From an optimization exercise on the open Yosys and OpenROAD flow, aimed at small area and a short achievable clock period; shortcuts taken in it are not production practice.
Only simulation tests tie the RTL to the original design; equivalence was not proved.
Power and IR drop assume default switching activity.

File: design/flow/config.mk
export PLATFORM = sky130hd
export DESIGN_NAME = smc_top
export DESIGN_NICKNAME = smc_top
export VERILOG_FILES = /design/flow/design.v
export SDC_FILE = /design/flow/constraint.sdc
export NUM_CORES = 4
export LEC_CHECK = 0
export CAP_MARGIN = 20
export CORE_MARGIN = 2
export CORE_UTILIZATION = 40
export CTS_BUF_LIST = sky130_fd_sc_hd__clkbuf_4 sky130_fd_sc_hd__clkbuf_8
export SLEW_MARGIN = 20
export SYNTH_MEMORY_MAX_BITS = 100000
File: design/flow/constraint.sdc
create_clock -name core_clock -period 25.0 [get_ports {i_clk}]
set_input_delay 5.0000 -clock core_clock [delete_from_list [all_inputs] [get_ports {i_clk}]]
set_output_delay 5.0000 -clock core_clock [all_outputs]
set_load 0.01 [all_outputs]
File: design/flow/design.v
`timescale 1ns/1ps
`default_nettype none
module smc_top (
    input  wire         i_clk,
    input  wire         i_reset,
    input  wire         i_in_valid,
    input  wire  [1:0]  i_mode,
    input  wire  [17:0] i_w,
    input  wire  [17:0] i_vgs,
    input  wire  [17:0] i_vds,
    output logic        o_out_valid,
    output logic [7:0]  o_out_n
);
    function automatic [9:0] radd(input [9:0] a, input [9:0] b, input ci);
        logic c;
        c = ci;
        for (int i = 0; i < 10; i++) begin
            radd[i] = a[i] ^ b[i] ^ c;
            c       = (a[i] & b[i]) | (c & (a[i] ^ b[i]));
        end
    endfunction
    function automatic [9:0] cadd(input [9:0] a, input [9:0] b, input ci);
        logic [9:0] lo, h0, h1;
        lo = radd({5'b0, a[4:0]}, {5'b0, b[4:0]}, ci);
        h0 = radd({5'b0, a[9:5]}, {5'b0, b[9:5]}, 1'b0);
        h1 = radd({5'b0, a[9:5]}, {5'b0, b[9:5]}, 1'b1);
        cadd = {lo[5] ? h1[4:0] : h0[4:0], lo[4:0]};
    endfunction
    function automatic [19:0] csa(input [9:0] a, input [9:0] b, input [9:0] c);
        logic [9:0] s, k;
        s = a ^ b ^ c;
        k = (a & b) | (c & (a ^ b));
        csa = {k[8:0], 1'b0, s};
    endfunction
    function automatic ge(input [7:0] a, input [7:0] b);
        logic g;
        g = 1'b1;
        for (int i = 0; i < 8; i++) g = b[i] ? (a[i] & g) : (a[i] | g);
        ge = g;
    endfunction
    function automatic [7:0] div3(input [7:0] x);
        localparam logic [15:0] Q0 = 16'h0e38, Q1 = 16'h0fc0;
        localparam logic [15:0] R0 = 16'h0492, R1 = 16'h0924;
        logic [1:0] r;
        logic [3:0] i;
        r = 2'd0;
        for (int k = 3; k >= 0; k--) begin
            i = {r, x[2*k +: 2]};
            div3[2*k +: 2] = {Q1[i], Q0[i]};
            r = {R1[i], R0[i]};
        end
    endfunction
    localparam logic [127:0] G0 = 128'h2aea0afa02fe00000000000000000000;
    localparam logic [127:0] G1 = 128'h2a000a00020000002aea0afa02fe0000;
    localparam logic [127:0] G2 = 128'hc4080e02fc000000cc0c0cfcfc000000;
    localparam logic [127:0] G3 = 128'h0af20cfc00000000f0f0f00000000000;
    localparam logic [127:0] G4 = 128'h0cfcf000000000000000000000000000;
    localparam logic [127:0] G5 = 128'hf0000000000000000000000000000000;
    logic [7:0] x [6];
    logic       v0, v1, v2;
    logic [1:0] md0, md1, md2;
    logic [17:0] w0;
    logic [5:0]  g0 [6];
    always_ff @(posedge i_clk) begin
        v0   <= i_in_valid & ~i_reset;
        md0  <= i_mode;
        w0   <= i_w;
    end
    for (genvar d = 0; d < 6; d++) begin : g_dev
        wire [6:0] idx = {i_mode[0], i_vgs[3*d +: 3], i_vds[3*d +: 3]};
        always_ff @(posedge i_clk)
            g0[d] <= {G5[idx], G4[idx], G3[idx], G2[idx], G1[idx], G0[idx]};
        assign x[d] = w0[3*d +: 3] * g0[d];
    end
    logic ahead [6][6];
    always_comb begin
        for (int i = 0; i < 6; i++) begin
            ahead[i][i] = 1'b0;
            for (int j = i + 1; j < 6; j++) begin
                ahead[i][j] = ge(x[i], x[j]) ^ ~md0[1];
                ahead[j][i] = ~ahead[i][j];
            end
        end
    end
    logic [5:0] pos [3];
    for (genvar d = 0; d < 6; d++) begin : g_rank
        logic any1, atl2, atl3;
        always_comb begin
            any1 = 1'b0; atl2 = 1'b0; atl3 = 1'b0;
            for (int j = 0; j < 6; j++) begin
                for (int k = j + 1; k < 6; k++) begin
                    atl2 = atl2 | (ahead[j][d] & ahead[k][d]);
                    for (int l = k + 1; l < 6; l++)
                        atl3 = atl3 | (ahead[j][d] & ahead[k][d] & ahead[l][d]);
                end
                any1 = any1 | ahead[j][d];
            end
        end
        assign pos[0][d] = ~any1;
        assign pos[1][d] = any1 & ~atl2;
        assign pos[2][d] = atl2 & ~atl3;
    end
    logic [7:0] rc [3];
    logic [7:0] r [3];
    logic [7:0] bq [3];
    always_comb begin
        for (int k = 0; k < 3; k++) begin
            rc[k] = '0;
            for (int d = 0; d < 6; d++) rc[k] = rc[k] | (pos[k][d] ? x[d] : 8'd0);
        end
    end
    always_ff @(posedge i_clk) begin
        v1  <= v0 & ~i_reset;
        md1 <= md0;
        for (int k = 0; k < 3; k++) r[k] <= rc[k];
    end
    always_comb begin
        for (int k = 0; k < 3; k++) bq[k] = div3(r[k]);
    end
    wire [19:0] s1  = csa({2'b0, bq[0]}, {2'b0, bq[1]}, {2'b0, bq[2]});
    wire [9:0]  sum = radd(s1[9:0], s1[19:10], 1'b0);
    wire [7:0]  hi = md1[1] ? bq[0] : bq[2];
    wire [7:0]  lo = md1[1] ? bq[2] : bq[0];
    wire [19:0] s2 = csa({s1[7:0], 2'b00}, {s1[17:10], 2'b00}, {2'b0, lo});
    wire [19:0] s3 = csa(s2[9:0], s2[19:10], ~{2'b0, hi});
    wire [9:0]  t4 = cadd(s3[9:0], s3[19:10], 1'b1);
    wire [7:0]  y  = md1[0] ? t4[9:2] : sum[7:0];
    logic [7:0] y2;
    always_ff @(posedge i_clk) begin
        v2 <= v1 & ~i_reset;
        y2 <= y;
    end
    always_ff @(posedge i_clk) begin
        o_out_valid <= v2 & ~i_reset;
        o_out_n     <= div3(y2);
    end
endmodule
`default_nettype wire
File: design/flow/flow/run.sh
#!/bin/bash
# Standard layout, with the port buffers made from the smallest buffer cell.
export BUFFER_PORTS_ARGS="-buffer_cell sky130_fd_sc_hd__buf_1"
bash standard.sh > standard.log 2>&1
File: design/flow/standard.sh
#!/bin/bash
# synth_recipe.tcl (not shown) runs the flow's synth.tcl, then flattens the netlist and writes it again
# the make line also repeats each setting of config.mk as NAME=value (left out here)
make -C /OpenROAD-flow-scripts/flow DESIGN_CONFIG=/design/flow/config.mk WORK_HOME=/design/flow/orfs CLKGATE_MAP_FILE= SYNTH_SCRIPT=/design/flow/synth_recipe.tcl "${@:-finish}"
==> run summary, run 1 <==
- By area the synthesized netlist is led by sky130_fd_sc_hd__dfxtp_1 16%, sky130_fd_sc_hd__fa_1 8.9%, sky130_fd_sc_hd__ha_1 8.6%, sky130_fd_sc_hd__nand2_1 5.2%, sky130_fd_sc_hd__and2_1 3.9%.
- The leakage power figure is roughly 5.3 nW.
- The final-report max-slew violation count is 0.
- The detailed-route DRC error count is 0.
- The area enclosed by the die boundary is 32,900 um^2.
- In this run the power density over the cells is 110 nW/um^2.
- The commonest cells after synthesis are 175 x sky130_fd_sc_hd__nand2_1, 121 x sky130_fd_sc_hd__nor2_1, 117 x sky130_fd_sc_hd__inv_1, 101 x sky130_fd_sc_hd__dfxtp_1, 90 x sky130_fd_sc_hd__a21oi_1.
- The clock tree root buffer cell is sky130_fd_sc_hd__clkbuf_8.
- Counting cells, the worst reg-to-reg path comes to 25.
- Entering global routing, the biggest net connects 46 pins.
- Max-cap violations in this run came to 0.
- The post-route clock period utilization is 26.5%.
- Counting distinct cell types in the post-synthesis netlist gives 109.
- The number of design-rule violations left by the first detailed-router iteration is a little under 1,000.
- The number of iterations in the first detailed-routing pass is 19.
- The tightest min-delay check is of the reg2reg type.
- The setup skew after layout is ~0.024 ns.
- Each instance of the synthesized netlist takes up on average slightly below 8 um^2.
- In the post-route analysis, the smallest setup slack over all paths is around 18 ns.
- The critical path data required time is around 25 ns.
- The instance count of the mapped netlist is 1,623.
- The count of flip-flops with a built-in enable after synthesis is 0.
- The portion of synthesized cell area occupied by the leading cell type is 16.1%.
- Row generation in the floorplan step produced 64 rows.
- The height of the chip is about 180 um.
- The area growth from synthesis to layout is 4.65%.
- In this run the count of I/O pins placed on the die edge is 68.
- The clock-pin slew on the worst setup and hold paths is 0.10 ns.
- The number of register bits inferred by synthesis is 101.
- The flow ran to the end and the layout has no timing, DRC or antenna violations.
- The total clock buffers created by CTS is 9.
- The aggregate negative setup slack is 0 ns.
- The critical path endpoint category is a flip-flop.
- The TritonCTS clock tree is done.
- In the final routed layout, each cell accounts on average for 17.8 um.
- Counting every net in the synthesized netlist gives 1,824.
- The first-pass GRT wire length is about 59 mm.
- STA classifies the critical path startpoint as a flip-flop.
- The warning count from the yosys run is 8.
- The H-tree was split into 3 levels.
- The total number of nets in the final design is around 1,800.
- The number of buffer cells added on primary ports is 66.
- The count of final hold-check violations is 0.
- Across the VDD grid, the largest voltage drop is between 0.00009 and 0.0001 V.
- The sequential-to-total area share from yosys stat is 16.1%.
- The worst register-to-register path begins at r[1][5].
- Setup repair after global routing left no endpoint under its margin.
- The total clock sinks is around 100.
- The post-CTS setup-driven buffer insertion count is 0.
- Setup violations remaining at the end of the flow were counted as 0.
- The number of gates resized after CTS is 0.
- The proportion of layout cells with a drive suffix above 1 is around 6.2%.
- The number of cells traversed by the worst hold path is 0.
- The total detailed-routing wirelength is approximately 36 mm.
- The clock reaches the later pin of the worst-skew pair after between 0.4 and 0.5 ns.
- Following the worst setup path forward leads to its endpoint at y2[7].
- Global routing used 22.0% of the available tracks across all layers.
- The region available for standard cell placement spans 30,700 um^2.
- The biggest area contributor in the post-synthesis netlist is sky130_fd_sc_hd__dfxtp_1.
- The number of antenna violations at the first check in global routing was 0.
- The final critical-path required period is roughly 6.6 ns.
- At the worst endpoint, the arrival time is 6.96 ns.
- Routability-driven placement finished with a final weighted congestion of between 0.9 and 1.
- In the synthesized netlist the dominant register cell turns out to be sky130_fd_sc_hd__dfxtp_1.
- At the pin with the least slew margin, the transition time is 1.14 ns.
- The maximum clock rate is between 150 and 200 MHz.
- OpenSTA, run right after detailed placement, puts the worst setup slack at approximately 18 ns.
- The count of hold buffers inserted by post-cts repair is 0.
- The starting density of the core is between 40% and 50%.
- The maximum root-to-sink buffer count is 2.
- The total grt overflow is 0.
- After synthesis, the share of flip-flops with an asynchronous set or reset is 0%.
- From left edge to right edge, the die measures around 180 um.
- The setup path with the least slack is of type reg2reg.
- The slack of the worst reg-to-reg path is 18.36 ns.
- The cell area that synthesis handed to floorplanning was approximately 13,000 um^2.
- The most frequently used cell type in the post-synthesis netlist is sky130_fd_sc_hd__nand2_1.
- The number of antenna diodes in the final layout is 0.
- The headroom to the max-slew limit is between 20% and 30%.
- The final route contains 12,100 vias.
- After detailed routing, the number of vias per cell comes to approximately 6.
- The terminus of the critical flop-to-flop path is y2[7].
- The number of fill cells is 3,210.
- The HPWL after detailed placement is around 28 mm.
- The count of nets left with antenna violations once routing finished came out at 0.
- The maximum fanout along the worst path is 7.
- The critical path launch point is r[1][5].
- The via count of the first global-routing pass was between 10,000 and 15,000.
per-layer routing:
| layer | GRT usage, % | vias up | wire (um) |
|---|---|---|---|
| met5 | 0 | - | 0 |
| met4 | 10.2 | 0 | 1510 |
| met1 | 27.4 | 5671 | 15500 |
| li1 | - | 5832 | - |
| met3 | 4.29 | 108 | 2470 |
| met2 | 36.7 | 446 | 16500 |
logic make-up (layout without fill, tap and decap cells):
family,count (synthesis),count (layout),synth area share [%]
simple gates,572,572,22.3
compound gates,490,490,28.0
buf+inv,202,203,6.44
fa+ha+maj,164,164,19.3
flops,101,101,16.1
xor+xnor,54,54,4.54
mux,39,39,3.27
other cells,1,1,0.0298
power by group:
part	switching [mW]	leakage, nW	internal [mW]	total (mW)
sequential	0.0294	0.839	0.203	0.232
clock	0.0653	0.0836	0.0366	0.102
combinational	0.643	4.41	0.468	1.11
worst max-delay path: stages, from the launching register on:
cell                      delay (ns)
sky130_fd_sc_hd__dfxtp_1        0.39
sky130_fd_sc_hd__inv_1          0.07
sky130_fd_sc_hd__ha_1           0.19
sky130_fd_sc_hd__mux2_2         0.27
sky130_fd_sc_hd__o21ai_1        0.39
sky130_fd_sc_hd__a21oi_1        0.14
sky130_fd_sc_hd__o21ai_0        0.39
sky130_fd_sc_hd__maj3_1         0.26
sky130_fd_sc_hd__nand2_1        0.05
sky130_fd_sc_hd__o31ai_1        0.14
sky130_fd_sc_hd__fa_1           0.52
sky130_fd_sc_hd__ha_1           0.31
sky130_fd_sc_hd__ha_1           0.28
sky130_fd_sc_hd__inv_1          0.05
sky130_fd_sc_hd__fa_1           0.38
sky130_fd_sc_hd__fa_1           0.46
sky130_fd_sc_hd__fa_1           0.48
sky130_fd_sc_hd__nand2_1        0.08
sky130_fd_sc_hd__o21ai_0        0.12
sky130_fd_sc_hd__fa_1           0.47
sky130_fd_sc_hd__fa_1           0.42
sky130_fd_sc_hd__inv_1          0.09
sky130_fd_sc_hd__fa_1           0.19
sky130_fd_sc_hd__xnor2_1        0.12
sky130_fd_sc_hd__a21oi_1        0.09
sky130_fd_sc_hd__xor2_1         0.16
how the worst min path moves through the flow:
| stage | start | end |
|---|---|---|
| detailed placement | md0[0] | md1[0] |
| finish | md0[0] | md1[0] |
| CTS | md0[0] | md1[0] |
| floorplan | md0[0] | md1[0] |
| global route | md0[0] | md1[0] |
| global placement | md0[0] | md1[0] |
flip-flops by register name, summed over array words and instances, names as in the netlist:
name         count
md0              2
md1              2
r               24
w0              18
o_out_n          7
v0               1
v2               1
y2               8
o_out_valid      1
v1               1
g0              36
final cells by class:
type | instances | area, um^2 | share of cell area [%]
tap | 396 | 495 | 3.76
timing repair buffer | 71 | 287 | 2.18
clock inverter | 6 | 48.8 | 0.371
clock buffer | 9 | 124 | 0.941
multi-input combinational | 1320 | 9740 | 74.0
inverter | 117 | 439 | 3.34
sequential | 101 | 2020 | 15.4
cell usage in the layout, fill, tap and decap left out, drive strengths merged, types with 7 or more instances in the layout:
| cell | count |
|---|---|
| a31oi | 22 |
| nand2 | 175 |
| nor2 | 122 |
| o221ai | 11 |
| nor3 | 31 |
| nor3b | 12 |
| a211o | 7 |
| fa | 56 |
| nand3 | 54 |
| nand2b | 22 |
| ha | 86 |
| maj3 | 22 |
| o2111ai | 7 |
| a222oi | 13 |
| o21a | 11 |
| buf | 70 |
| and2 | 81 |
| a22oi | 42 |
| xor2 | 19 |
| or2 | 13 |
| o211ai | 27 |
| a21boi | 9 |
| mux2i | 25 |
| nand4 | 10 |
| xnor2 | 35 |
| a21oi | 98 |
| dfxtp | 101 |
| a2111oi | 8 |
| o22ai | 37 |
| nor2b | 24 |
| o21ai | 91 |
| a21o | 11 |
| inv | 119 |
| mux2 | 14 |
| a211oi | 20 |
| clkbuf | 10 |
| a221oi | 19 |
metrics by stage:
step	hold WS (ns)	area [um^2]	cells	util (%)	power, mW
floorplan	0.310	12600	1623	-	1.11
global placement	0.311	13000	2004	42.2	1.30
finish	0.337	13200	2020	42.8	1.44
global route	0.347	13200	2020	42.8	1.64
detailed placement	0.312	13000	2004	42.2	1.34
CTS	0.337	13200	2019	42.8	1.45
==> inputs of run 2 (changes only) <==
--- a/design/flow/design.v
+++ b/design/flow/design.v
@@ -39,16 +39,13 @@
         ge = g;
     endfunction
     function automatic [7:0] div3(input [7:0] x);
-        localparam logic [15:0] Q0 = 16'h0e38, Q1 = 16'h0fc0;
-        localparam logic [15:0] R0 = 16'h0492, R1 = 16'h0924;
-        logic [1:0] r;
-        logic [3:0] i;
-        r = 2'd0;
-        for (int k = 3; k >= 0; k--) begin
-            i = {r, x[2*k +: 2]};
-            div3[2*k +: 2] = {Q1[i], Q0[i]};
-            r = {R1[i], R0[i]};
-        end
+        localparam logic [15:0] A0 = 16'h8e38, A1 = 16'h0fc0, A2 = 16'hf000;
+        localparam logic [15:0] C0 = 16'h2492, C1 = 16'h4924;
+        localparam logic [63:0] T0 = 64'h0000e38e38e38e38, T1 = 64'h0000fc0fc0fc0fc0;
+        localparam logic [63:0] T2 = 64'h0000fff000fff000, T3 = 64'h0000ffffff000000;
+        logic [5:0] i;
+        i = {C1[x[7:4]], C0[x[7:4]], x[3:0]};
+        div3 = {1'b0, A2[x[7:4]], A1[x[7:4]], A0[x[7:4]], T3[i], T2[i], T1[i], T0[i]};
     endfunction
     localparam logic [127:0] G0 = 128'h2aea0afa02fe00000000000000000000;
     localparam logic [127:0] G1 = 128'h2a000a00020000002aea0afa02fe0000;
==> run 2 against run 1 <==
Against the previous run:
- still clean on timing, DRC and antenna
- non-clock buffer count increased by 2
- register-to-register slack improved by 0.09 ns
- via count increased by 4.6%
- routed wire length increased by 2.3%
==> run summary, run 2 <==
- The clock-pin slew on the worst setup and hold paths is 0.12 ns (+0.02 ns).
- The core footprint was 31,300 um^2 (+1.8%).
- The peak ir drop on the vdd network was 0.0000941 V (-1.5%).
- The flip-flop count of the largest register after layout came to 36 (unchanged).
- The maximum clock rate is 153 MHz (+1.4%).
- The clock tree root buffer cell is sky130_fd_sc_hd__clkbuf_8.
- The number of fill cells is 3,196 (-0.44%).
- The critical path data required time is 25.37 ns (+0.05 ns).
- The mean instance size in the synthesized netlist was 7.64 um^2 (-1.3%).
- The number of vias per cell was 6.14 (+2.8%).
- The final antenna-violating net count came to 0 (unchanged).
- The weighted congestion reported at the end of routability-driven placement came to 1.03 (+6.9%).
- The area added between synthesis and finish is 5.34%.
- The setup skew after layout was 0.0205 ns (-0.00351 ns).
- The sequential-to-total area share from yosys stat is 16.0% (-0.048 points).
- The via count of the first global-routing pass is 11,700 (+2.0%).
- Among all stages on the critical path, the largest delay is contributed by sky130_fd_sc_hd__a21oi_1.
- The total clock buffers created by CTS is 9 (unchanged).
- The portion of synthesized cell area occupied by the leading cell type was 16.0% (-0.048 points).
- The arrival time at the worst endpoint is 6.91 ns (-0.05 ns).
- After global routing, the most crowded layer is met2.
- Counting stages on the worst path, the most repeated cell is sky130_fd_sc_hd__fa_1.
- The launching point of the worst reg2reg path is r[2][4].
- The number of primary I/O pins is 68 (unchanged).
- The headroom to the max-slew limit is 27.9% (+3.7 points).
- The path class of the tightest hold or removal check is reg2reg.
- The worst setup path is captured at a flip-flop.
- Leaving out fill and tap cells, the most frequent cell in the layout is sky130_fd_sc_hd__nand2_1.
- The total detailed-routing wirelength is 36.9 mm (+2.3%).
- Yosys instantiated no cell more often than sky130_fd_sc_hd__nand2_1.
- The final count of negative-setup-slack endpoints came to 0 (unchanged).
- Sorting the synthesized cells by how often they occur yields 171 x sky130_fd_sc_hd__nand2_1, 115 x sky130_fd_sc_hd__inv_1, 114 x sky130_fd_sc_hd__nor2_1, 101 x sky130_fd_sc_hd__dfxtp_1, 95 x sky130_fd_sc_hd__a21oi_1.
- The total power per unit cell area is 108 nW/um^2 (-1.2%).
- The insertion delay to the later sink of the worst-skew pair was 0.43 ns (about the same).
- The post-route clock period utilization is 26.2% (-0.37 points).
- The sum of internal, switching and leakage power is 1.44 mW (-0.23%).
- The met1 track demand over resource in global routing is 28.6% (+1.1 points).
- The number of buffer cells added on primary ports is 66 (unchanged).
- The global-route total usage across every layer is 22.4% (+0.36 points).
- The number of diodes added for antenna fixing was 0 (unchanged).
- The starting density of the core was 40.3% (-0.61 points).
- The warning count from the yosys run is 8 (unchanged).
- The pin count of the biggest net entering global routing is 52 (+13%).
- The number of max-cap violations is 0 (unchanged).
- The number of buffer and inverter instances along the worst setup path is 6 (+3).
- STA classifies the critical path startpoint as a flip-flop.
- The per-cell routed wire length is 17.9 um (+0.54%).
- The total standard cell area after synthesis came to 12,600 um^2 (+0.30%).
- The count of flip-flops with a built-in enable after synthesis is 0 (unchanged).
- The proportion of register bits with asynchronous set or reset after synthesis is 0% (unchanged).
- The maximum fanout along the worst path came to 11 (+4).
- The flow ran to the end and the layout has no timing, DRC or antenna violations.
- The die extent in x was 182 um (+0.15%).
- Leaving out fill and tap cells, the most frequent cells in the layout are 171 x sky130_fd_sc_hd__nand2_1, 115 x sky130_fd_sc_hd__inv_1, 114 x sky130_fd_sc_hd__nor2_1.
- The number of register bits inferred by synthesis is 101 (unchanged).
- The critical path starts at r[2][4].
- The setup slack after placement is 18.48 ns (+0.137 ns).
- The register containing the most flip-flops in the final layout is g0.
- The predominant post-synthesis flop cell is sky130_fd_sc_hd__dfxtp_1.
- Setup repair after global routing left no endpoint under its margin.
- The first-pass GRT wire length is 60.0 mm (+2.5%).
- The number of levels in the clock H-tree was 3 (unchanged).
- The final critical-path required period was 6.54 ns (-0.0935 ns).
- The count of hold buffers inserted by post-cts repair was 0 (unchanged).
- The number of placement rows is 65 (+1.6%).
- The net count after synthesis is 1,835 (+0.60%).
- The final critical-path setup slack came to 18.46 ns (+0.0935 ns).
- The number of antenna violations at the first check in global routing came to 0 (unchanged).
- The final-report max-slew violation count was 0 (unchanged).
- The TritonCTS clock tree is done.
- The routing usage on met3 is 3.33% (-0.96 points).
- The area enclosed by the die boundary is 33,000 um^2 (+0.29%).
- The instance count of the mapped netlist came to 1,650 (+1.7%).
- The detailed-route DRC error count is 0 (unchanged).
- The number of iterations in the first detailed-routing pass is 6 (-13).
- In this run the most critical hold path is launched from md0[0].
- The number of unique standard cell types used by synthesis came to 104 (-4.6%).
- The measured slew at the worst slew-check pin is 1.05 ns (-0.0839 ns).
- The leakage power figure is 5.29 nW (-0.92%).
- The number of design-rule violations left by the first detailed-router iteration is 1,100 (+12%).
- Yosys attributes the largest share of cell area to sky130_fd_sc_hd__dfxtp_1 16%, sky130_fd_sc_hd__fa_1 8.9%, sky130_fd_sc_hd__ha_1 6.9%, sky130_fd_sc_hd__nand2_1 5.1%, sky130_fd_sc_hd__a21oi_1 3.8%.
- The largest registers in the layout are g0 x36, r x24, w0 x18.
- The worst hold-check slack was 0.351 ns (+0.0145 ns).
- The total number of nets in the final design is 1,833 (+0.66%).
- The count of final hold-check violations is 0 (unchanged).
- The gate family responsible for the most delay along the worst path is adder cells.
- The total number of vias was 12,600 (+4.6%).
- The detailed-placement wirelength estimate is 28.9 mm (+3.4%).
- The total grt overflow came to 0 (unchanged).
- The height of the chip was 182 um (+0.15%).
- The post-CTS setup-driven buffer insertion count is 0 (unchanged).
- The maximum root-to-sink buffer count is 2 (unchanged).
- The aggregate negative setup slack was 0 ns (unchanged).
- Summed over all instances, the cell type with the most area after synthesis is sky130_fd_sc_hd__dfxtp_1.
- The number of gates resized after CTS was 0 (unchanged).
- The class of the most critical setup path is reg2reg.
- The stage delay of the slowest cell on the critical path was 0.63 ns (+0.11 ns).
- The proportion of layout cells with a drive suffix above 1 was 5.63% (-0.53 points).
- The total clock sinks is 101 (unchanged).
- The global-route track usage on met2 is 36.9% (+0.12 points).
-- run 2: cell count changes in the layout (fill, tap and decap cells not counted), sizes merged, moves of 10 or more --
cell	change
a22oi	-13
nand3	-14
nor3	+10
nor2b	+10
o221ai	+21
a222oi	-10
o22ai	+15
ha	-16
-- run 2: logic make-up (layout without fill, tap and decap cells) --
group / after synthesis / after routing / synth area share [%]
and+or+nand+nor: 576 / 576 / 22.7
AOI/OAI and AO/OA: 533 / 533 / 30.3
buffers and inverters: 205 / 208 / 6.27
adders and majority gates: 143 / 143 / 17.2
DFF: 101 / 101 / 16.0
xor gates and xnor gates: 58 / 58 / 4.62
muxes: 33 / 33 / 2.81
other: 1 / 1 / 0.0297
-- run 2: cell type report --
| class | instances | area [um^2] | share of cell area, % |
|---|---|---|---|
| multi-input combinational | 1344 | 9810 | 73.8 |
| sequential | 101 | 2020 | 15.2 |
| inverter | 119 | 447 | 3.36 |
| clock inverter | 7 | 83.8 | 0.631 |
| clock buffer | 9 | 124 | 0.932 |
| tap | 402 | 503 | 3.79 |
| timing repair buffer | 73 | 302 | 2.27 |
-- run 2: worst paths after layout --
| path | endpoint | cells after the start | slack, ns |
|---|---|---|---|
| max | y2[7] | 26 | 18.46 |
| min | md1[0] | 0 | 0.35 |
| max reg2reg | y2[7] | 26 | 18.46 |
| min reg2reg | md1[0] | 0 | 0.35 |
-- run 2: layer usage --
layer  vias up  routed length (um)
met5         -                   0
met4         0                1600
met3        98                2410
met2       523               17000
met1      5958               15800
li1       6035                   -
-- run 2: metrics by stage --
stage               instance area, um^2  cells  util, %
finish                            13300   2055     42.4
global route                      13300   2055     42.4
CTS                               13300   2055     42.4
detailed placement                13100   2039     41.8
global placement                  13100   2039     41.8
floorplan                         12600   1650        -
-- run 2: where the power goes --
group / internal [mW] / total (mW) / switching (mW) / leakage (nW)
logic: 0.454 / 1.08 / 0.629 / 4.35
clock network: 0.0477 / 0.115 / 0.0677 / 0.0955
registers: 0.201 / 0.243 / 0.0425 / 0.839
==> inputs of run 3 (changes only) <==
--- a/design/flow/design.v
+++ b/design/flow/design.v
@@ -39,13 +39,14 @@
         ge = g;
     endfunction
     function automatic [7:0] div3(input [7:0] x);
-        localparam logic [15:0] A0 = 16'h8e38, A1 = 16'h0fc0, A2 = 16'hf000;
-        localparam logic [15:0] C0 = 16'h2492, C1 = 16'h4924;
-        localparam logic [63:0] T0 = 64'h0000e38e38e38e38, T1 = 64'h0000fc0fc0fc0fc0;
-        localparam logic [63:0] T2 = 64'h0000fff000fff000, T3 = 64'h0000ffffff000000;
-        logic [5:0] i;
-        i = {C1[x[7:4]], C0[x[7:4]], x[3:0]};
-        div3 = {1'b0, A2[x[7:4]], A1[x[7:4]], A0[x[7:4]], T3[i], T2[i], T1[i], T0[i]};
+        logic r1, r0, n1, n0;
+        r1 = 1'b0; r0 = 1'b0;
+        for (int i = 7; i >= 0; i--) begin
+            div3[i] = r1 | (r0 & x[i]);
+            n1 = x[i] ? r1 : r0;
+            n0 = x[i] ? ~(r1 | r0) : r1;
+            r1 = n1; r0 = n0;
+        end
     endfunction
     localparam logic [127:0] G0 = 128'h2aea0afa02fe00000000000000000000;
     localparam logic [127:0] G1 = 128'h2a000a00020000002aea0afa02fe0000;
@@ -55,7 +56,7 @@
     localparam logic [127:0] G5 = 128'hf0000000000000000000000000000000;
     logic [7:0] x [6];
     logic       v0, v1, v2;
-    logic [1:0] md0, md1, md2;
+    logic [1:0] md0, md1;
     logic [17:0] w0;
     logic [5:0]  g0 [6];
     always_ff @(posedge i_clk) begin
@@ -115,21 +116,24 @@
         for (int k = 0; k < 3; k++) bq[k] = div3(r[k]);
     end
     wire [19:0] s1  = csa({2'b0, bq[0]}, {2'b0, bq[1]}, {2'b0, bq[2]});
-    wire [9:0]  sum = radd(s1[9:0], s1[19:10], 1'b0);
+    wire [9:0]  sum = cadd(s1[9:0], s1[19:10], 1'b0);
     wire [7:0]  hi = md1[1] ? bq[0] : bq[2];
     wire [7:0]  lo = md1[1] ? bq[2] : bq[0];
-    wire [19:0] s2 = csa({s1[7:0], 2'b00}, {s1[17:10], 2'b00}, {2'b0, lo});
-    wire [19:0] s3 = csa(s2[9:0], s2[19:10], ~{2'b0, hi});
-    wire [9:0]  t4 = cadd(s3[9:0], s3[19:10], 1'b1);
-    wire [7:0]  y  = md1[0] ? t4[9:2] : sum[7:0];
-    logic [7:0] y2;
+    wire [9:0]  dif = radd({2'b0, hi}, ~{2'b0, lo}, 1'b1);
+    logic [7:0] s2r;
+    logic [6:0] d2r;
+    logic       m2;
     always_ff @(posedge i_clk) begin
-        v2 <= v1 & ~i_reset;
-        y2 <= y;
+        v2  <= v1 & ~i_reset;
+        m2  <= md1[0];
+        s2r <= sum[7:0];
+        d2r <= dif[6:0];
     end
+    wire [9:0]  t4 = cadd({s2r, 2'b00}, ~{3'b0, d2r}, 1'b1);
+    wire [7:0]  y  = m2 ? t4[9:2] : s2r;
     always_ff @(posedge i_clk) begin
         o_out_valid <= v2 & ~i_reset;
-        o_out_n     <= div3(y2);
+        o_out_n     <= div3(y);
     end
 endmodule
 `default_nettype wire
--- a/design/flow/config.mk
+++ b/design/flow/config.mk
@@ -8,6 +8,6 @@
 export CAP_MARGIN = 20
 export CORE_MARGIN = 2
 export CORE_UTILIZATION = 40
-export CTS_BUF_LIST = sky130_fd_sc_hd__clkbuf_4 sky130_fd_sc_hd__clkbuf_8
-export SLEW_MARGIN = 20
+export CTS_BUF_LIST = sky130_fd_sc_hd__clkbuf_8 sky130_fd_sc_hd__clkbuf_16
+export SLEW_MARGIN = 60
 export SYNTH_MEMORY_MAX_BITS = 100000
==> run 3 against run 2 <==
Against the previous run:
- utilization rose by 2.2 points
- still clean on timing, DRC and antenna
- global-route usage fell by 0.71 points
- clock skew fell by 0.0081 ns
- sequential cell count rose by 8
- setup slack improved by 0.65 ns
- sequential power rose by 3%
- routed wire length fell by 3.0%
- first-iteration DRC count rose by 10%
- via count fell by 0.84%
- critical endpoint is now g0[0][2]
==> run summary, run 3 <==
- The flow ran to the end and the layout has no timing, DRC or antenna violations.
- The net count after synthesis was 1,802 (-1.8%).
- The detailed-placement wirelength estimate is 27.7 mm (-4.1%).
- The number of unique standard cell types used by synthesis is 87 (-16%).
- The number of register bits inferred by synthesis was 109 (+7.9%).
- The total standard cell area after synthesis came to 12,400 um^2 (-1.9%).
- The final antenna-violating net count is 0 (unchanged).
- The cell sitting at the root of the clock tree is a sky130_fd_sc_hd__clkbuf_16.
- The area enclosed by the die boundary is 32,400 um^2 (-1.8%).
- The area growth from synthesis to layout is 10.1%.
- The number of design-rule violations left by the first detailed-router iteration came to 1,212 (+10%).
- The total clock sinks is 109 (+7.9%).
- The starting density of the core is 40.6% (+0.28 points).
- The setup slack after placement was 18.70 ns (+0.223 ns).
- The post-CTS setup-driven buffer insertion count came to 0 (unchanged).
- The switching power as a share of total power is 48.7% (-2.6 points).
- The proportion of register bits with asynchronous set or reset after synthesis is 0% (unchanged).
- The headroom to the max-slew limit came to 57.0% (+29 points).
- The most common cell in the synthesized netlist is sky130_fd_sc_hd__nand2_1.
- The portion of synthesized cell area occupied by the leading cell type is 17.6% (+1.6 points).
- The critical path endpoint category is a flip-flop.
- The number of placement rows is 64 (-1.5%).
- The maximum clock rate came to 170 MHz (+11%).
- The predominant post-synthesis flop cell is sky130_fd_sc_hd__dfxtp_1.
- The biggest area consumer among synthesized cells is sky130_fd_sc_hd__dfxtp_1.
- The count of final hold-check violations is 0 (unchanged).
- The core footprint is 30,500 um^2 (-2.6%).
- The height of the chip is 180 um (-0.93%).
- The insertion delay to the later sink of the worst-skew pair is 0.38 ns (-0.05 ns).
- The weighted congestion reported at the end of routability-driven placement is 0.953 (-7.5%).
- Setup repair after global routing left no endpoint under its margin.
- The number of antenna violations at the first check in global routing came to 0 (unchanged).
- The sequential-to-total area share from yosys stat is 17.6% (+1.6 points).
- The clock share of power is 13.3% (+5.3 points).
- The number of cells traversed by the worst hold path is 0 (unchanged).
- The worst-case reg-to-reg path depth is 18 (-31%).
- The total number of nets in the final design came to 1,810 (-1.3%).
- The number of levels in the clock H-tree is 3 (unchanged).
- The first-pass GRT wire length is 58.7 mm (-2.2%).
- The count of hold buffers inserted by post-cts repair is 0 (unchanged).
- The placement-stage cell area came to 13,200 um^2 (+0.55%).
- The measured slew at the worst slew-check pin is 0.642 ns (-0.410 ns).
- The final design instance area without fill is 13,600 um^2 (+2.6%).
- The signal on the critical path passes through buf_1 -> mux2_2 -> a21oi_1 -> o22ai_1 -> nand3_1 -> o311ai_0.
- The total clock buffers created by CTS came to 9 (unchanged).
- The number of vias per cell is 6.13 (-0.11%).
- The adder-cell share of the synthesized area is 16.3% (-0.94 points).
- The total power per unit cell area is 90.4 nW/um^2 (-17%).
- The number of max-cap violations was 0 (unchanged).
- The synthesized-area fraction occupied by and/or/nand/nor cells is 23.2% (+0.46 points).
- The multiplexer share of the synthesized area is 3.04% (+0.24 points).
- The largest individual stage delay along the critical path comes from the cell sky130_fd_sc_hd__mux2_2.
- The beginning of the worst hold path is md1[0].
- The number of primary I/O pins came to 68 (unchanged).
- The number of buffer cells added on primary ports is 66 (unchanged).
- The global-route total usage across every layer was 21.7% (-0.71 points).
- The leakage power figure came to 5.55 nW (+4.9%).
- The reported net switching power is 600 uW (-19%).
- The via count of the first global-routing pass was 11,800 (+1.5%).
- The maximum root-to-sink buffer count was 2 (unchanged).
- The total number of vias came to 12,500 (-0.84%).
- The number of iterations in the first detailed-routing pass was 9 (+3).
- The final-report max-slew violation count is 0 (unchanged).
- After synthesis, the largest family of logic cells by area is compound AO/OA/AOI/OAI gates.
- The die extent in x came to 180 um (-0.93%).
- The number of fill cells is 3,048 (-4.6%).
- The detailed-route DRC error count is 0 (unchanged).
- The combinational share of power came to 66.3% (-8.8 points).
- The number of buffer and inverter instances along the worst setup path is 1 (-5).
- The post-route clock period utilization is 23.6% (-2.6 points).
- In this run the worst hold path is classified as reg2reg.
- The maximum fanout along the worst path is 10 (-1).
- The largest registers in the layout are g0 x36, r x24, w0 x18.
- The combined area of the multi-input logic cells is 9840 um^2 (+0.32%).
- Yosys attributes the largest share of cell area to sky130_fd_sc_hd__dfxtp_1 18%, sky130_fd_sc_hd__fa_1 8.1%, sky130_fd_sc_hd__ha_1 6.3%, sky130_fd_sc_hd__nand2_1 5.1%, sky130_fd_sc_hd__a21oi_1 4.0%.
- The proportion of layout cells with a drive suffix above 1 is 7.73% (+2.1 points).
- The final critical-path setup slack is 19.11 ns (+0.649 ns).
- The pin count of the biggest net entering global routing was 38 (-27%).
- The endpoint identified for the worst register-to-register timing path is r[2][0].
- The xor and xnor area share after synthesis is 4.15% (-0.48 points).
- The warning count from the yosys run is 8 (unchanged).
- The mean instance size in the synthesized netlist is 7.59 um^2 (-0.74%).
- The final count of negative-setup-slack endpoints is 0 (unchanged).
- The count of flip-flops with a built-in enable after synthesis is 0 (unchanged).
- By count the netlist is led by 167 x sky130_fd_sc_hd__nand2_1, 112 x sky130_fd_sc_hd__inv_1, 109 x sky130_fd_sc_hd__dfxtp_1, 108 x sky130_fd_sc_hd__nor2_1, 99 x sky130_fd_sc_hd__a21oi_1.
- The area fraction in compound gates after synthesis is 29.7% (-0.66 points).
- The end of the worst hold path is m2.
- The aggregate negative setup slack was 0 ns (unchanged).
- The sum of internal, switching and leakage power is 1.23 mW (-15%).
- The total detailed-routing wirelength is 35.8 mm (-3.0%).
- The flip-flop count of the largest register after layout was 36 (unchanged).
- The peak ir drop on the vdd network came to 0.0000565 V (-40%).
- The register containing the most flip-flops in the final layout is g0.
- The nature of the critical path startpoint is an input pin.
- The class of the most critical setup path is in2reg.
- The per-cell routed wire length is 17.5 um (-2.2%).
- The slack of the worst reg-to-reg path is 19.40 ns (+0.94 ns).
- The stage delay of the slowest cell on the critical path is 0.38 ns (-0.25 ns).
- The share of power burned in registers was 20.4% (+3.5 points).
- The number of gates resized after CTS is 0 (unchanged).
- Grouping stages by cell kind, the critical path spends the most delay in multiplexers.
- The total grt overflow is 0 (unchanged).
- The internal portion of total power is 632 uW (-10%).
- The critical path data required time was 25.24 ns (-0.13 ns).
- The clock-pin slew on the worst setup and hold paths was 0.08 ns (-0.04 ns).
- TritonCTS built the clock tree.
- The final critical-path required period is 5.89 ns (-0.649 ns).
- The library cell used most frequently in the layout, excluding fill and tap cells, is sky130_fd_sc_hd__nand2_1.
- The startpoint identified for the worst register-to-register timing path is w0[3].
- The setup skew after layout is 0.0124 ns (-0.00812 ns).
- The arrival time at the worst endpoint was 6.14 ns (-0.77 ns).
- The register cell area after layout is 2180 um^2 (+8.0%).
- The number of diodes added for antenna fixing is 0 (unchanged).
- The top cell types in the final layout, fill and taps aside, are 167 x sky130_fd_sc_hd__nand2_1, 111 x sky130_fd_sc_hd__inv_1, 107 x sky130_fd_sc_hd__dfxtp_1.
- The instance count of the mapped netlist came to 1,631 (-1.2%).
## run 3: cell types whose count changed after synthesis, moves of 8 or more
cell	before	now
sky130_fd_sc_hd__a21o_1	5	20
sky130_fd_sc_hd__a222oi_1	3	32
sky130_fd_sc_hd__a22oi_1	28	20
sky130_fd_sc_hd__clkbuf_1	64	73
sky130_fd_sc_hd__dfxtp_1	101	109
sky130_fd_sc_hd__ha_1	70	62
sky130_fd_sc_hd__nand3_1	40	52
sky130_fd_sc_hd__o21a_1	6	20
sky130_fd_sc_hd__o221ai_1	32	13
sky130_fd_sc_hd__o22ai_1	52	19
## run 3: worst max-delay path by stage
| stage | from | slack [ns] | to | depth (start not counted) |
|---|---|---|---|---|
| global route | i_vds[2] | 18.97 | g0[0][1] | 9 |
| global placement | i_mode[0] | 18.58 | g0[3][2] | 6 |
| floorplan | i_vds[1] | 18.87 | g0[0][2] | 6 |
| finish | i_vds[1] | 19.11 | g0[0][2] | 6 |
| detailed placement | i_vgs[7] | 18.70 | g0[2][0] | 6 |
| CTS | i_vgs[7] | 19.11 | g0[2][0] | 6 |
## run 3: metrics by stage
step                      instances  hold slack, ns  util, %
after floorplan                1631           0.310        -
after global placement         2017           0.335     42.1
after detailed placement       2021           0.334     43.1
after CTS                      2037           0.353     44.2
after global routing           2040           0.356     44.7
final                          2040           0.343     44.7
## run 3: logic make-up after synthesis
| group | count (synthesis) |
|---|---|
| AO/OA/AOI/OAI | 524 |
| adder cells (fa/ha/maj) | 135 |
| XOR/XNOR | 56 |
| other | 1 |
| buffers and inverters | 196 |
| multiplexers | 36 |
| AND/OR/NAND/NOR | 574 |
| flip-flops | 109 |
## run 3: routing by layer
metal | GRT usage [%] | wire, um
met5 | 0 | 0
met4 | 8.42 | 1310
met3 | 3.40 | 2070
met2 | 38.3 | 17400
met1 | 26.3 | 15000
## run 3: cell type report
class                           count  share of cell area (%)
Sequential cell                   109                    16.0
Inverter                          112                    3.08
Timing Repair Buffer               81                    2.56
Tap cell                          396                    3.64
Multi-Input combinational cell   1326                    72.2
Clock inverter                      6                   0.762
Clock buffer                       10                    1.75
## run 3: power by group through the flow
stage	logic [mW]	registers, mW	clock network (mW)
final	0.817	0.251	0.164
after global routing	0.910	0.257	0.177
after CTS	0.802	0.250	0.171
after detailed placement	0.800	0.255	0
after global placement	0.756	0.254	0
after floorplan	0.601	0.240	0
==> inputs of run 4 (changes only) <==
--- a/design/flow/config.mk
+++ b/design/flow/config.mk
@@ -9,5 +9,5 @@
 export CORE_MARGIN = 2
 export CORE_UTILIZATION = 40
 export CTS_BUF_LIST = sky130_fd_sc_hd__clkbuf_8 sky130_fd_sc_hd__clkbuf_16
-export SLEW_MARGIN = 60
+export SLEW_MARGIN = 20
 export SYNTH_MEMORY_MAX_BITS = 100000
==> run 4 against run 3 <==
Against the previous run:
- first-iteration DRC count fell by 0.91%
- non-clock buffer count down 7
- utilization down 1.6 points
- sequential power is essentially flat
- die area stayed put
- setup slack lost 0.17 ns
- clock power fell by 9.8%
- register-to-register slack worse by 0.46 ns
- critical path depth rose by 10
- sequential cell count is the same
- final cell count down 0.34%
- combinational power decreased by 4.2%
- largest power group unchanged
==> run summary, run 4 <==
- The number of fill cells is 3,098 (+1.6%).
- The number of iterations in the first detailed-routing pass is 7 (-2).
- The min-delay analysis places its worst path in the category reg2reg.
- The mean instance size in the synthesized netlist came to 7.59 um^2 (unchanged).
- The post-route clock period utilization is 24.3% (+0.68 points).
- The number of max-cap violations is 0 (unchanged).
- The insertion delay to the later sink of the worst-skew pair is 0.38 ns (about the same).
- The die extent in x came to 180 um (unchanged).
- Yosys attributes the largest share of cell area to sky130_fd_sc_hd__dfxtp_1 18%, sky130_fd_sc_hd__fa_1 8.1%, sky130_fd_sc_hd__ha_1 6.3%, sky130_fd_sc_hd__nand2_1 5.1%, sky130_fd_sc_hd__a21oi_1 4.0%.
- The pin count of the biggest net entering global routing is 38 (unchanged).
- The total detailed-routing wirelength is 35.5 mm (-0.79%).
- The measured slew at the worst slew-check pin is 1.15 ns (+0.507 ns).
- TritonCTS built the clock tree.
- The detailed-route DRC error count is 0 (unchanged).
- The final critical-path required period is 6.06 ns (+0.169 ns).
- The net count after synthesis is 1,802 (unchanged).
- The sequential-to-total area share from yosys stat came to 17.6% (unchanged).
- The root buffer cell chosen for the clock tree is sky130_fd_sc_hd__clkbuf_16.
- The number of design-rule violations left by the first detailed-router iteration is 1,201 (-0.91%).
- The number of register bits inferred by synthesis is 109 (unchanged).
- The placed instance count is 2,017 (-0.20%).
- The number of buffer cells added on primary ports is 66 (unchanged).
- STA classifies the critical path endpoint as a flip-flop.
- The slack of the worst reg-to-reg path is 18.94 ns (-0.46 ns).
- The post-CTS setup-driven buffer insertion count is 0 (unchanged).
- The number of unique standard cell types used by synthesis is 87 (unchanged).
- The proportion of layout cells with a drive suffix above 1 came to 4.03% (-3.7 points).
- The flow ran to the end and the layout has no timing, DRC or antenna violations.
- The maximum clock rate is 165 MHz (-2.8%).
- The setup skew after layout is 0.0121 ns (-0.000294 ns).
- The count of final hold-check violations is 0 (unchanged).
- The total grt overflow is 0 (unchanged).
- The predominant post-synthesis flop cell is sky130_fd_sc_hd__dfxtp_1.
- The total standard cell area after synthesis is 12,400 um^2 (unchanged).
- The first-pass GRT wire length is 58.4 mm (-0.48%).
- The number of primary I/O pins was 68 (unchanged).
- The portion of synthesized cell area occupied by the leading cell type is 17.6% (unchanged).
- The maximum root-to-sink buffer count is 2 (unchanged).
- The height of the chip was 180 um (unchanged).
- Among all cell types in the netlist, the one instantiated most often is sky130_fd_sc_hd__nand2_1.
- The flip-flop count of the largest register after layout was 36 (unchanged).
- The arrival time at the worst endpoint is 6.29 ns (+0.15 ns).
- The commonest non-fill, non-tap cell in the layout is sky130_fd_sc_hd__nand2_1.
- The worst hold-check slack was 0.355 ns (+0.0123 ns).
- Setup repair after global routing left no endpoint under its margin.
- The proportion of register bits with asynchronous set or reset after synthesis came to 0% (unchanged).
- The sum of internal, switching and leakage power is 1.18 mW (-4.0%).
- The warning count from the yosys run is 8 (unchanged).
- The total number of nets in the final design came to 1,803 (-0.39%).
- The area enclosed by the die boundary was 32,400 um^2 (unchanged).
- The core footprint is 30,500 um^2 (unchanged).
- The detailed-placement wirelength estimate came to 27.5 mm (-0.65%).
- The non-filler instance count after layout is 2,033 (-0.34%).
- The maximum fanout along the worst path is 12 (+2).
- STA classifies the critical path startpoint as a flip-flop.
- The largest registers in the layout are g0 x36, r x24, w0 x18.
- The count of hold buffers inserted by post-cts repair is 0 (unchanged).
- The final antenna-violating net count came to 0 (unchanged).
- The per-cell routed wire length was 17.5 um (-0.44%).
- The total power per unit cell area came to 89.9 nW/um^2 (-0.56%).
- The number of gates resized after CTS came to 0 (unchanged).
- The final-report max-slew violation count came to 0 (unchanged).
- The area added between synthesis and finish is 6.30%.
- The class of the most critical setup path is reg2reg.
- The total clock buffers created by CTS is 9 (unchanged).
- The number of diodes added for antenna fixing is 0 (unchanged).
- The commonest cells after synthesis are 167 x sky130_fd_sc_hd__nand2_1, 112 x sky130_fd_sc_hd__inv_1, 109 x sky130_fd_sc_hd__dfxtp_1, 108 x sky130_fd_sc_hd__nor2_1, 99 x sky130_fd_sc_hd__a21oi_1.
- The weighted congestion reported at the end of routability-driven placement is 0.953 (unchanged).
- The number of vias per cell is 6.13 (about the same).
- Leaving out fill and tap cells, the most frequent cells in the layout are 167 x sky130_fd_sc_hd__nand2_1, 113 x sky130_fd_sc_hd__inv_1, 109 x sky130_fd_sc_hd__dfxtp_1.
- The number of antenna violations at the first check in global routing came to 0 (unchanged).
- The starting density of the core was 40.6% (unchanged).
- The aggregate negative setup slack is 0 ns (unchanged).
- The count of flip-flops with a built-in enable after synthesis is 0 (unchanged).
- The global-route total usage across every layer was 21.7% (+0.035 points).
- The number of placement rows was 64 (unchanged).
- The register containing the most flip-flops in the final layout is g0.
- The biggest area consumer among synthesized cells is sky130_fd_sc_hd__dfxtp_1.
- The critical path data required time is 25.23 ns (about the same).
- The headroom to the max-slew limit was 23.1% (-34 points).
- The total clock sinks was 109 (unchanged).
- The final count of negative-setup-slack endpoints is 0 (unchanged).
- The clock-pin slew on the worst setup and hold paths is 0.08 ns (about the same).
- The total number of vias came to 12,500 (-0.44%).
- The via count of the first global-routing pass was 11,700 (-1.6%).
- The leakage power figure was 5.41 nW (-2.4%).
- The number of levels in the clock H-tree came to 3 (unchanged).
- The peak ir drop on the vdd network is 0.0000851 V (+51%).
- The instance count of the mapped netlist is 1,631 (unchanged).
## run 4: cell counts after synthesis
No cell type changed its count.
## run 4: cells by family after synthesis
logic type      count (synthesis)  synth area share, %
mux                            36                 3.04
buf+inv                       196                 6.06
flops                         109                 17.6
fa+ha+maj                     135                 16.3
simple gates                  574                 23.2
xor+xnor                       56                 4.15
compound gates                524                 29.7
other cells                     1               0.0303
## run 4: final timing paths
kind / start / endpoint / depth (start not counted)
worst max-delay path: w0[0] / r[1][3] / 16
worst max register to register: w0[0] / r[1][3] / 16
worst min register to register: md1[0] / m2 / 0
worst min-delay path: md1[0] / m2 / 0
## run 4: worst max-delay path: stages (launching register included)
cell and delay (ns):
sky130_fd_sc_hd__dfxtp_1 0.37, sky130_fd_sc_hd__and2_1 0.19, sky130_fd_sc_hd__fa_1 0.54, sky130_fd_sc_hd__ha_1 0.19
sky130_fd_sc_hd__inv_1 0.07, sky130_fd_sc_hd__fa_1 0.48, sky130_fd_sc_hd__xnor2_1 0.89, sky130_fd_sc_hd__o21ai_0 0.25
sky130_fd_sc_hd__o31ai_1 0.44, sky130_fd_sc_hd__a2111oi_0 0.16, sky130_fd_sc_hd__nor4_2 0.41, sky130_fd_sc_hd__o21ai_1 0.39
sky130_fd_sc_hd__xor2_1 0.26, sky130_fd_sc_hd__a22o_1 0.27, sky130_fd_sc_hd__mux2_2 0.35, sky130_fd_sc_hd__a222oi_1 0.46
sky130_fd_sc_hd__nand3_1 0.18
## run 4: layout make-up
cell class / count / area [um^2] / area share [%]
multi-input cells: 1326 / 9450 / 71.8
flip-flops and latches: 109 / 2180 / 16.6
well taps: 396 / 495 / 3.77
inverters: 112 / 420 / 3.20
repair buffers: 74 / 308 / 2.34
clock buffers: 9 / 225 / 1.71
clock inverters: 7 / 72.6 / 0.552
## run 4: report_power, final
group	switching (mW)	internal (mW)
combinational	0.479	0.304
sequential	0.0333	0.218
clock	0.0701	0.0782
## run 4: metrics by stage
stage	util (%)	worst slack [ns]	area, um^2
after floorplan	-	18.87	12400
after global placement	42.1	18.58	12900
after detailed placement	42.1	18.59	12900
after CTS	43.1	19.00	13200
after global routing	43.1	18.71	13200
final	43.1	18.94	13200
## run 4: metal layers
layer / wire (um) / global-route usage [%] / share of wire (%) / vias to the layer above
met2: 17200 / 38.3 / 48 / 487
li1: - / - / - / 6001
met4: 1240 / 9.04 / 3.5 / 0
met3: 2200 / 3.46 / 6.2 / 95
met1: 14800 / 26.2 / 42 / 5870
met5: 0 / 0 / 0 / -
==> inputs of run 5 (changes only) <==
--- a/design/flow/design.v
+++ b/design/flow/design.v
@@ -82,21 +82,17 @@
     end
     logic [5:0] pos [3];
     for (genvar d = 0; d < 6; d++) begin : g_rank
-        logic any1, atl2, atl3;
-        always_comb begin
-            any1 = 1'b0; atl2 = 1'b0; atl3 = 1'b0;
-            for (int j = 0; j < 6; j++) begin
-                for (int k = j + 1; k < 6; k++) begin
-                    atl2 = atl2 | (ahead[j][d] & ahead[k][d]);
-                    for (int l = k + 1; l < 6; l++)
-                        atl3 = atl3 | (ahead[j][d] & ahead[k][d] & ahead[l][d]);
-                end
-                any1 = any1 | ahead[j][d];
-            end
+        wire [4:0] a;
+        for (genvar j = 0; j < 5; j++) begin : g_a
+            assign a[j] = ahead[j < d ? j : j + 1][d];
         end
-        assign pos[0][d] = ~any1;
-        assign pos[1][d] = any1 & ~atl2;
-        assign pos[2][d] = atl2 & ~atl3;
+        wire s1 = a[0] ^ a[1] ^ a[2];
+        wire c1 = (a[0] & a[1]) | (a[2] & (a[0] ^ a[1]));
+        wire s0 = a[3] ^ a[4] ^ s1;
+        wire c2 = (a[3] & a[4]) | (s1 & (a[3] ^ a[4]));
+        assign pos[0][d] = ~s0 & ~c1 & ~c2;
+        assign pos[1][d] =  s0 & ~c1 & ~c2;
+        assign pos[2][d] = ~s0 & (c1 ^ c2);
     end
     logic [7:0] rc [3];
     logic [7:0] r [3];
==> run 5 against run 4 <==
Against the previous run:
- first-iteration DRC count fell by 36%
- via count shrank 19%
- synthesized cell count fell by 14%
- final cell count is 11% lower
- maximum frequency is 12% lower
- critical path type unchanged
- critical endpoint is now r[2][4]
==> run summary, run 5 <==
- The peak ir drop on the vdd network is 0.0000511 V (-40%).
- The die extent in x is 171 um (-4.9%).
- The number of antenna violations at the first check in global routing is 0 (unchanged).
- The total number of vias is 10,100 (-19%).
- The number of levels in the clock H-tree is 3 (unchanged).
- The register containing the most flip-flops in the final layout is g0.
- The number of gates resized after CTS came to 0 (unchanged).
- The maximum root-to-sink buffer count is 2 (unchanged).
- The count of flip-flops with a built-in enable after synthesis came to 0 (unchanged).
- The number of iterations in the first detailed-routing pass is 5 (-2).
- The worst-case reg-to-reg path depth is 21 (+5).
- The clock-pin slew on the worst setup and hold paths is 0.08 ns (about the same).
- The combinational share of power is 70.9% (+4.7 points).
- The number of unique standard cell types used by synthesis is 76 (-13%).
- The detailed-route DRC error count came to 0 (unchanged).
- The sequential-to-total area share from yosys stat is 19.5% (+1.9 points).
- The net count after synthesis is 1,589 (-12%).
- The number of design-rule violations left by the first detailed-router iteration is 769 (-36%).
- The headroom to the max-slew limit is 32.3% (+9.2 points).
- The proportion of register bits with asynchronous set or reset after synthesis is 0% (unchanged).
- The clock tree root buffer cell is sky130_fd_sc_hd__clkbuf_16.
- The count of hold buffers inserted by post-cts repair is 0 (unchanged).
- sky130_fd_sc_hd__dfxtp_1 takes more of the synthesized area than any other cell.
- The number of max-cap violations was 0 (unchanged).
- The global-route total usage across every layer was 21.2% (-0.50 points).
- The leakage power figure came to 4.95 nW (-8.6%).
- The final-report max-slew violation count came to 0 (unchanged).
- The library cells used most frequently in the layout, excluding fill and tap cells, are 145 x sky130_fd_sc_hd__nand2_1, 115 x sky130_fd_sc_hd__inv_1, 109 x sky130_fd_sc_hd__dfxtp_1.
- The final standard cell utilization of the core is 43.5% (+0.40 points).
- The count of final hold-check violations is 0 (unchanged).
- The weighted congestion reported at the end of routability-driven placement is 0.982 (+3.0%).
- The maximum clock rate was 146 MHz (-12%).
- The min-delay analysis places its worst path in the category reg2reg.
- The total grt overflow is 0 (unchanged).
- The internal portion of total power was 679 uW (+13%).
- The number of register bits inferred by synthesis is 109 (unchanged).
- The post-CTS setup-driven buffer insertion count is 0 (unchanged).
- The first-pass GRT wire length is 49.5 mm (-15%).
- The global-route track usage on met2 is 35.5% (-2.7 points).
- The final critical-path required period is 6.87 ns (+0.808 ns).
- The post-route clock period utilization is 27.5% (+3.2 points).
- The final antenna-violating net count was 0 (unchanged).
- The nature of the critical path startpoint is a flip-flop.
- The slack of the worst reg-to-reg path is 18.13 ns (-0.81 ns).
- The number of fill cells was 2,840 (-8.3%).
- The final critical-path setup slack is 18.13 ns (-0.808 ns).
- The via count of the first global-routing pass is 9,463 (-19%).
- The warning count from the yosys run is 8 (unchanged).
- The final count of negative-setup-slack endpoints is 0 (unchanged).
- The flip-flop count of the largest register after layout was 36 (unchanged).
- The most used routing layer is met2.
- The total number of nets in the final design was 1,610 (-11%).
- The number of primary I/O pins is 68 (unchanged).
- The library cell used most frequently in the layout, excluding fill and tap cells, is sky130_fd_sc_hd__nand2_1.
- The number of vias per cell is 5.60 (-8.5%).
- The proportion of layout cells with a drive suffix above 1 is 4.61% (+0.58 points).
- The launching point of the worst reg2reg path is w0[3].
- The area enclosed by the die boundary is 29,300 um^2 (-9.6%).
- The critical path data required time is 25.21 ns (-0.02 ns).
- The number of buffer cells added on primary ports is 66 (unchanged).
- The clock share of power is 10.8% (-1.7 points).
- The total power per unit cell area came to 116 nW/um^2 (+29%).
- The total detailed-routing wirelength is 30.3 mm (-15%).
- The met1 track demand over resource in global routing was 27.5% (+1.3 points).
- The setup slack after placement is 18.12 ns (-0.465 ns).
- Setup repair after global routing left no endpoint under its margin.
- The portion of synthesized cell area occupied by the leading cell type is 19.5% (+1.9 points).
- The end of the worst hold path is m2.
- The measured slew at the worst slew-check pin is 1.01 ns (-0.141 ns).
- The arrival time at the worst endpoint is 7.08 ns (+0.79 ns).
- The switching power as a share of total power is 51.3% (+2.1 points).
- The maximum fanout along the worst path was 10 (-2).
- The number of placement rows is 61 (-4.7%).
- The starting density of the core came to 40.4% (-0.16 points).
- The per-cell routed wire length came to 16.7 um (-4.1%).
- In the post-synthesis netlist, the biggest area contributors are sky130_fd_sc_hd__dfxtp_1 20%, sky130_fd_sc_hd__fa_1 11%, sky130_fd_sc_hd__ha_1 7.2%, sky130_fd_sc_hd__nand2_1 4.9%, sky130_fd_sc_hd__maj3_1 4.4%.
- The number of diodes added for antenna fixing is 0 (unchanged).
- The critical path endpoint category is a flip-flop.
- Ranked by instance count, the synthesized netlist is headed by 145 x sky130_fd_sc_hd__nand2_1, 115 x sky130_fd_sc_hd__inv_1, 109 x sky130_fd_sc_hd__dfxtp_1, 91 x sky130_fd_sc_hd__nor2_1, 84 x sky130_fd_sc_hd__a21oi_1.
- The most used flip-flop cell after synthesis is sky130_fd_sc_hd__dfxtp_1.
- The mean instance size in the synthesized netlist came to 7.94 um^2 (+4.7%).
- The most frequently used cell type in the post-synthesis netlist is sky130_fd_sc_hd__nand2_1.
- The worst hold-check slack was 0.333 ns (-0.0224 ns).
- The core footprint is 27,600 um^2 (-9.4%).
- The startpoint identified for the worst hold timing path is md1[0].
- The pin count of the biggest net entering global routing came to 47 (+24%).
- The setup skew after layout came to 0.0104 ns (-0.00167 ns).
- In the final layout, the registers with the most flip-flops are g0 x36, r x24, w0 x18.
- The class of the most critical setup path is reg2reg.
- TritonCTS built the clock tree.
- The area added between synthesis and finish is 7.69%.
- The detailed-placement wirelength estimate was 23.9 mm (-13%).
- The total clock buffers created by CTS is 9 (unchanged).
- The number of cells traversed by the worst hold path is 0 (unchanged).
- The routing usage on met3 was 2.68% (-0.78 points).
- The aggregate negative setup slack is 0 ns (unchanged).
- The total clock sinks is 109 (unchanged).
- The share of power burned in registers is 18.3% (-2.9 points).
- The total standard cell area after synthesis came to 11,200 um^2 (-9.8%).
- The terminus of the critical flop-to-flop path is r[2][4].
- The reported net switching power is 715 uW (+23%).
- The height of the chip came to 171 um (-4.9%).
- The insertion delay to the later sink of the worst-skew pair is 0.37 ns (about the same).
- The flow ran to the end and the layout has no timing, DRC or antenna violations.
- The instance count of the mapped netlist is 1,406 (-14%).
[run 5: cell count changes after synthesis, moves of 17 or more]
cell                       delta
sky130_fd_sc_hd__o21ai_0     -20
sky130_fd_sc_hd__nand2_1     -22
sky130_fd_sc_hd__a222oi_1    -32
sky130_fd_sc_hd__maj3_1      +30
sky130_fd_sc_hd__nor2_1      -17
sky130_fd_sc_hd__o22ai_1     +22
[run 5: per-layer routing]
layer,vias to the layer above,routed length [um]
li1,5013,-
met1,4777,13400
met2,286,14300
met3,68,1510
met4,0,1050
met5,-,0
[run 5: critical path, stage by stage, from the launching register on]
cell	delay (ns)
sky130_fd_sc_hd__dfxtp_1	0.40
sky130_fd_sc_hd__and2_1	0.19
sky130_fd_sc_hd__fa_1	0.56
sky130_fd_sc_hd__ha_1	0.19
sky130_fd_sc_hd__inv_1	0.07
sky130_fd_sc_hd__fa_1	0.74
sky130_fd_sc_hd__inv_1	0.22
sky130_fd_sc_hd__nor2_1	0.23
sky130_fd_sc_hd__o22ai_1	0.10
sky130_fd_sc_hd__and3_1	0.19
sky130_fd_sc_hd__maj3_1	0.36
sky130_fd_sc_hd__maj3_1	0.39
sky130_fd_sc_hd__maj3_1	0.37
sky130_fd_sc_hd__maj3_1	0.37
sky130_fd_sc_hd__xnor2_1	0.19
sky130_fd_sc_hd__fa_1	0.55
sky130_fd_sc_hd__inv_1	0.06
sky130_fd_sc_hd__fa_1	0.59
sky130_fd_sc_hd__nand2_1	0.28
sky130_fd_sc_hd__o22ai_1	0.12
sky130_fd_sc_hd__a211oi_1	0.36
sky130_fd_sc_hd__o211ai_1	0.19
[run 5: cells by family (layout without fill, tap and decap cells)]
| family | after synthesis | in the layout | share of synthesized area, % |
|---|---|---|---|
| flops | 109 | 109 | 19.5 |
| xor+xnor | 74 | 74 | 6.01 |
| buf+inv | 181 | 207 | 6.17 |
| fa+ha+maj | 182 | 182 | 23.2 |
| mux | 28 | 28 | 2.62 |
| other cells | 1 | 1 | 0.0336 |
| simple gates | 448 | 448 | 19.6 |
| compound gates | 383 | 383 | 22.8 |
[run 5: power by group through the flow]
stage / sequential, mW / combinational, mW / clock (mW)
global route: 0.261 / 1.11 / 0.162
CTS: 0.255 / 0.979 / 0.155
floorplan: 0.245 / 0.747 / 0
global placement: 0.258 / 0.965 / 0
finish: 0.255 / 0.988 / 0.150
detailed placement: 0.259 / 0.973 / 0
[run 5: final cells by class]
type | instances | area (um^2) | share of cell area [%]
inverter | 115 | 432 | 3.59
tap | 378 | 473 | 3.93
clock inverter | 7 | 88.8 | 0.739
timing repair buffer | 76 | 324 | 2.70
multi-input combinational | 1116 | 8300 | 69.0
sequential | 109 | 2180 | 18.1
clock buffer | 9 | 225 | 1.87
[run 5: stage by stage]
step,power [mW],cells,instance area [um^2]
floorplan,0.992,1406,11200
global placement,1.22,1794,11700
detailed placement,1.23,1794,11700
CTS,1.39,1810,12000
global route,1.53,1810,12000
finish,1.39,1810,12000
[run 5: how the worst max path moves through the flow]
| stage | startpoint | to | slack [ns] | depth (start not counted) |
|---|---|---|---|---|
| finish | w0[3] | r[2][4] | 18.13 | 21 |
| global route | w0[3] | r[2][6] | 17.83 | 21 |
| CTS | w0[3] | r[1][1] | 18.13 | 20 |
| detailed placement | w0[3] | r[1][1] | 18.12 | 20 |
| global placement | w0[3] | r[1][1] | 18.15 | 20 |
| floorplan | w0[3] | r[1][1] | 18.89 | 21 |

afterwards: timing with drivers on the ports:
The flow's constraints put no driver on any port. The routed layouts listed below were extracted and timed again, unchanged, in two steps.
Step 1 sets driving cells, clkbuf_16 on the clock port and buf_2 on the other inputs (assumed; they add their load-dependent delay and slew).
Step 2, shift: input delay + t, output delay - t, t = (earliest + latest rising clock arrival at the registers) / 2. This alone moves slack from input paths to output paths.
a / b / c = ideal ports / drivers / drivers and shift; a / b = the first two.
run	t (ns)	setup WS [ns]	worst register clock-pin slew, ns	worst data-port slew with drivers (ns)
run 1	0.472	18.364 / 18.364 / 18.364	0.12 / 0.12	0.04
run 2	0.469	18.457 / 18.457 / 18.457	0.12 / 0.12	0.03
run 3	0.420	19.106 / 19.126 / 18.711	0.08 / 0.08	0.04
run 4	0.427	18.937 / 18.937 / 18.621	0.08 / 0.08	0.04
run 5	0.419	18.129 / 18.129 / 18.129	0.09 / 0.09	0.04
After both steps setup and hold are still met in every run listed. The setup slack of run 3, which loses most, moves by +0.020 ns with the drivers and by -0.395 ns with both steps.
